This design comes from an exercise in tuning for small area on the open sky130 flow, not from production work. Function was checked by simulation only, so behaviour that the tests miss may differ from the original. Power and IR drop assume default switching activity. The flow treats the clock pin as an ideal source, which a real chip does not have.

==> inputs of job 5340 <==
// vec_dot_loader
module vec_dot_loader #(
  parameter int unsigned EXP_WIDTH = 8,
  parameter int unsigned MAN_WIDTH = 23,
  parameter int          BIAS      = -127,
  parameter int unsigned VEC_SIZE  = 17,
  localparam int unsigned FloatWidth = 1 + EXP_WIDTH + MAN_WIDTH,
  localparam int unsigned VecWidth   = VEC_SIZE * FloatWidth,
  localparam int unsigned CountWidth = $clog2(VEC_SIZE + 1),
  localparam int unsigned IdxWidth   = (VEC_SIZE > 1) ? $clog2(VEC_SIZE) : 1
) (
  input  logic                  clk_i,
  input  logic                  rst_ni,
  input  logic                  in_valid_i,
  output logic                  in_ready_o,
  input  logic [FloatWidth-1:0] in_lhs_i,
  input  logic [FloatWidth-1:0] in_rhs_i,
  input  logic                  in_last_i,
  output logic                  out_valid_o,
  input  logic                  out_ready_i,
  output logic [VecWidth-1:0]   out_lhs_o,
  output logic [VecWidth-1:0]   out_rhs_o,
  output logic [CountWidth-1:0] out_count_o
);
make LEC_CHECK=0 ABC_AREA=1 CAP_MARGIN=20 CORE_MARGIN=2 CORE_UTILIZATION=40 SLEW_MARGIN=20 finish   # period 6.0 ns
run.sh (not shown) runs the stock make flow with config.mk's settings and CLKGATE_MAP_FILE= SYNTH_SCRIPT=/design/flow/synth_recipe.tcl, a recipe that flattens the netlist after the stock synthesis.
==> job 8592 (differences from job 5340) <==
==> flow/flow/run.sh (new file) <==
#!/bin/bash
# Standard ORFS layout, with the port buffers made of the smallest buffer and a
# clock tree of small clock buffers without dummy loads.
set -euo pipefail
export BUFFER_PORTS_ARGS="-buffer_cell sky130_fd_sc_hd__buf_1"
export CTS_ARGS="-sink_clustering_enable -repair_clock_nets -dont_use_dummy_load -buf_list {sky130_fd_sc_hd__clkbuf_4 sky130_fd_sc_hd__clkbuf_8 sky130_fd_sc_hd__clkbuf_16} -sink_clustering_size 30 -sink_clustering_max_diameter 100"
bash standard.sh > standard.log 2>&1
==> flow/standard.sh (new file) <==
#!/bin/bash
# synth_recipe.tcl (not shown) runs the flow's synth.tcl, then flattens the netlist and writes it again
# the make line also repeats each setting of config.mk as NAME=value (left out here)
make -C /OpenROAD-flow-scripts/flow DESIGN_CONFIG=/design/flow/config.mk WORK_HOME=/design/flow/orfs CLKGATE_MAP_FILE= SYNTH_SCRIPT=/design/flow/synth_recipe.tcl "${@:-finish}"
--- a/flow/config.mk
+++ b/flow/config.mk
@@ -8,5 +8,6 @@
 export ABC_AREA = 1
 export CAP_MARGIN = 20
 export CORE_MARGIN = 2
-export CORE_UTILIZATION = 40
+export CORE_UTILIZATION = 65
+export PLACE_DENSITY = 0.85
 export SLEW_MARGIN = 20
removed: flow/run.sh
==> run notes <==
| metric | job 5340 | job 8592 |
|---|---|---|
| Run status | complete, no violations | complete, no violations |
| Number of search-and-repair iterations in the first detailed-routing pass | 5 | 8 |
| Clock buffer cells | 267 | 85 |
| Endpoint of the worst setup timing path | out_rhs_o[538] | out_lhs_o[16] |
| Slowest cell delay on critical path | 1.07 ns | 0.97 ns |
| Num rows | 160 | 125 |
| Uppermost signal routing layer after detailed routing | met5 | met4 |
| Layout filler cell count | 15400 | 6283 |
| Number of global-route vias before repair | 42700 | 44300 |
| VDD IR-drop max | 0.000324 V | 0.000399 V |
| Routed wire length on met2 | 135000 um | 119000 um |
| Cell Int Power | 0.0307 W | 0.0227 W |
| Shortest period the worst path allows | 4.51 ns | 4.09 ns |
| Crit path from | nm1_q[16] | nm1_q[0] |
| Critical Path Slowest Stage Cell | sky130_fd_sc_hd__dfstp_2 | sky130_fd_sc_hd__dfstp_4 |
| Wl on met1 | 102000 um | 74000 um |
| Sequential fraction of design power | 45.2% | 57.3% |
| HPWL Detailed | 167000 um | 158000 um |
| Final Net Count | 5247 | 5091 |
| Clock network latency to the later pin of the worst-skew pair | 0.88 ns | 0.73 ns |
| Met3 track utilization from global routing | 5.93% | 12.7% |
| Number of antenna violations at the first check in global routing | 11 | 9 |
| Total placed cells including tap cells | 7463 | 6446 |
| Share of the final layout cell area in multi-input gates | 8.44% | 9.77% |
| Via count | 45300 | 47600 |

## what the ideal ports hide
In the flow no input, the clock included, has a driving cell. The finished layouts below were timed again as built, in two steps.
Step 1 (the two cells are an assumption about what drives the block):
set clk [get_ports {clk_i}]
set_driving_cell -lib_cell sky130_fd_sc_hd__clkbuf_16 $clk
set_driving_cell -lib_cell sky130_fd_sc_hd__buf_2 [delete_from_list [all_inputs] $clk]
Step 2 adds t to the input delays and takes it off the output delays; t is the mean of the earliest and latest rising clock arrival at the registers after step 1. Input paths then give back, and output paths get back, about the clock's delay inside the block.
Three values: ideal, step 1, step 2; two values: the first two.
run | t, ns | slack for setup (ns) | slew at the worst register clock pin (ns)
job 5340 | 0.937 | 1.488 / 1.408 / 1.319 | 0.07 / 0.07
job 8592 | 0.770 | 1.905 / 1.826 / 1.232 | 0.12 / 0.12
After both steps every run listed still meets setup and hold. For job 8592, which loses most, drivers alone change the setup slack by -0.079 ns; drivers and shift together by -0.673 ns.
